From an optimization exercise on the open Yosys and OpenROAD flow, aimed at small area, a short achievable clock period and few clock cycles; shortcuts taken in it are not production practice. The RTL was checked by simulation tests, not by an equivalence proof against the original design. Power figures rest on the tool's default switching activity, not on a simulated workload.

// software_timer_table_unit
module software_timer_table_unit #(
  parameter int unsigned NUM_TIMERS = 32
) (
  input  wire logic              clk_i,
  input  wire logic              rst_ni,
  input  wire logic              in_valid_i,
  output logic                   in_stall_o,
  input  wire logic [51:0]       in_req_i,
  output logic                   out_valid_o,
  input  wire logic              out_stall_i,
  output logic      [19:0]       out_rsp_o
);
Settings: LEC_CHECK=0, CAP_MARGIN=20, CORE_MARGIN=2, CORE_UTILIZATION=65, CTS_CLUSTER_DIAMETER=60, CTS_CLUSTER_SIZE=30, SETUP_SLACK_MARGIN=5.0, SLEW_MARGIN=20; clock period 8.0 ns.
run.sh (not shown) runs the stock make flow with config.mk's settings and CLKGATE_MAP_FILE= SYNTH_SCRIPT=/design/flow/synth_recipe.tcl, a recipe that flattens the netlist after the stock synthesis.
The first run ran to the end with no violations.
Testbench counts at the start, summed over its fixed seeds: cycles 12,859.
Change:
--- a/flow/design.v
+++ b/flow/design.v
@@ -102,50 +102,38 @@
   logic [N-1:0] h_q;             
   logic         hv_q, hf_q, hx_q;
   logic         h1_q;            
   logic [N-1:0] pf_q;            
   logic        e_v;
   logic [1:0]  e_kind;
   logic [4:0]  e_idx;
   logic        e_last;
   logic        ov_q;
-  logic [19:0] orsp_q;          
-  logic [19:0] ohold_q;         
+  logic [19:0] orsp_q;
   logic ffull;
   assign ffull = (fc_q == 2'(F));
   logic exec;
   assign exec = a_v && !blk_q;
   logic [N-1:0] wsel, whit;      
   always_comb
     for (int i = 0; i < N; i++) begin
       wsel[i] = (idx == 5'(i));
       whit[i] = w_v && (w_idx == 5'(i));
     end
   function automatic logic [N-1:0] below_any(input logic [N-1:0] v);
     logic [N-1:0] p;
     p = v;
     for (int s = 1; s < N; s = s * 2)
       p = p | (p << s);
     below_any = p << 1;
   endfunction
   logic [N-1:0] fsel;
-  logic [3:0]   fgrp;
-  always_comb begin
-    for (int j = 0; j < 4; j++) fgrp[j] = |free_q[8*j +: 8];
-    for (int j = 0; j < 4; j++)
-      for (int b = 0; b < 8; b++) begin
-        logic lower;
-        lower = 1'b0;
-        for (int c = 0; c < b; c++) lower = lower | free_q[8*j + c];
-        for (int g = 0; g < j; g++) lower = lower | fgrp[g];
-        fsel[8*j + b] = free_q[8*j + b] && !lower;
-      end
-  end
+  assign fsel = free_q & ~below_any(free_q);
   logic [N-1:0] fire;
   assign fire = armed_q & (fn_q | (whit & {N{w_fn}}));
   logic fire_any;                
   assign fire_any = |(armed_q & fn_q) || (w_v && w_fn);
   logic [HB-1:0] ht, ht1;
   logic [HB-1:0] ht1_q;          
   assign ht  = cnt2_q[31:L];
   assign ht1 = ht1_q;
   logic [N-1:0] fn_n;
@@ -238,19 +226,20 @@
   assign pf_h = (pf_q & ~pf_clr) | (do_tick ? fire : '0);
   logic       nx_v, nx_af, nx_b, nx_hz, nx_full, nx_nofire;
   logic [2:0] nx_op;
   assign nx_op   = a_take ? in_req_i[51:49] : (is_alloc ? OP_ALLOC : (is_tick ? OP_TICK : (is_bind ? OP_BIND : OP_FREE)));
   assign nx_v    = a_take ? in_valid_i : 1'b1;
   assign nx_af   = (nx_op == OP_ALLOC) || (nx_op == OP_TICK);
   assign nx_b    = (nx_op == OP_BIND);
   assign nx_hz   = a_take ? pf_h[in_req_i[48:44]] : pf_h[idx];
   assign nx_full = (fc_q == 2'(F) && !hload) || (fc_q == 2'(F - 1) && fwrite && !hload);
-  assign nx_nofire = !fire_any && !do_tick && !do_set;
+  assign nx_nofire = do_tick ? !(|(armed_q & ~fire & fn_n))
+                             : (!(|(armed_q & fn_q)) && !(w_v && w_fn) && !do_set);
   always_ff @(posedge clk_i or negedge rst_ni) begin
     if (!rst_ni) begin
       a_v     <= 1'b0;
       blk_q   <= 1'b0;
       w_v     <= 1'b0;
       rot_q   <= '0;
       cnt_q   <= '0;
       cnt2_q  <= 32'd2;
       ht1_q   <= HB'(1);
@@ -260,19 +249,18 @@
       bound_q <= '0;
       rd_q    <= '0;
       wr_q    <= '0;
       fc_q    <= '0;
       fv_q    <= '0;
       hv_q    <= 1'b0;
       pf_q    <= '0;
       e_v     <= 1'b0;
       ov_q    <= 1'b0;
-      ohold_q <= '0;
     end else begin
       if (a_take) a_v <= in_valid_i;
       blk_q <= nx_v && ((nx_af && nx_full && !(nx_op == OP_TICK && nx_nofire)) || (nx_b && nx_hz));
       w_v <= do_set;
       rot_q <= rot_q + 5'd1;
       if (do_tick) begin
         cnt_q  <= cnt_q + 32'd1;
         cnt2_q <= cnt2_q + 32'd1;
         nz_q   <= (cnt2_q != 32'd0);
@@ -300,19 +288,18 @@
       end
       if (hload)      hv_q <= 1'b1;
       else if (hdone) hv_q <= 1'b0;
       for (int i = 0; i < N; i++) begin
         if (do_tick && fire[i]) pf_q[i] <= 1'b1;
         else if (push && e_kind == KIND_FIRE && e_idx == 5'(i) && !inq[i]) pf_q[i] <= 1'b0;
       end
       if (e_adv) e_v <= emit;
       if (opop)  ov_q <= e_v;
-      if (push)  ohold_q <= {e_kind, e_idx, rq, rdat, e_last};
     end
   end
   always_ff @(posedge clk_i) begin
     if (a_take) begin
       a_req    <= in_req_i;
       is_alloc <= (in_req_i[51:49] == OP_ALLOC);
       is_free  <= (in_req_i[51:49] == OP_FREE);
       is_bind  <= (in_req_i[51:49] == OP_BIND);
       is_set   <= (in_req_i[51:49] == OP_SET);
@@ -341,34 +328,34 @@
       if (do_bind && wsel[i]) begin
         queue_q[i] <= qid;
         data_q[i]  <= pay;
       end
     end
     for (int k = 0; k < F; k++) begin
       if (fwrite && wr_q == 2'(k)) begin
         fm_q[k] <= is_tick ? fire : fsel;
         ff_q[k] <= is_tick;
-        fx_q[k] <= !(|fgrp);
+        fx_q[k] <= !(|free_q);
         f1_q[k] <= !is_tick || le1(fire);
       end
     end
     if (hload)     h1_q <= f1_q[rd_q];
     else if (emit) h1_q <= le2(h_q);
     if (hload) begin
       h_q  <= fm_q[rd_q];
       hf_q <= ff_q[rd_q];
       hx_q <= fx_q[rd_q];
     end else if (emit) begin
       h_q  <= h_q & hbelow;
     end
     if (emit) begin
       e_kind <= hf_q ? KIND_FIRE : (hx_q ? KIND_FAIL : KIND_GRANT);
       e_idx  <= henc;
       e_last <= !hf_q || !hmore;
     end
-    orsp_q <= push ? {e_kind, e_idx, rq, rdat, e_last} : ohold_q;
+    if (push) orsp_q <= {e_kind, e_idx, rq, rdat, e_last};
   end
   assign in_stall_o  = blk_q;
   assign out_valid_o = ov_q;
   assign out_rsp_o   = orsp_q;
 endmodule
 `default_nettype wire
Clock power went up by 3.4%. Synthesized cell count went up by 0.37%. Register-to-register slack got worse by 130 ps. Utilization went up by 0.57 points. Cell area went up by 0.91%. Critical path depth went down by 1. Routed wire length went up by 5.7%.
Testbench counts after the change, summed over its fixed seeds: cycles 12,772.

[afterwards: timing with drivers on the ports]
How much do the figures lean on ideal ports? The routed layouts below were timed once more, with nothing changed but the port constraints.
Step 1: set_driving_cell puts a clkbuf_16 on clk_i and a buf_2 on each other input, an assumption about the parent block.
Step 2 moves the port delays by t, midway between the first and last clock arrival at a register: inputs arrive t later, outputs are due t later. That takes back most of the time a late clock gives input paths.
a / b / c = no drivers / after step 1 / after step 2; a / b = the first two.
| run | shift t [ns] | slack for setup (ns) | latest minus earliest clock arrival (ns) | worst data-port slew with drivers (ns) |
|---|---|---|---|---|
| the first run | 0.866 | 4.949 / 4.947 / 4.090 | 0.051 / 0.052 | 0.12 |
| the second run | 0.895 | 4.822 / 4.822 / 4.026 | 0.048 / 0.048 | 0.18 |
After both steps every run listed still meets setup and hold. The setup slack of the first run, which loses most, moves by -0.002 ns with the drivers and by -0.859 ns with both steps.
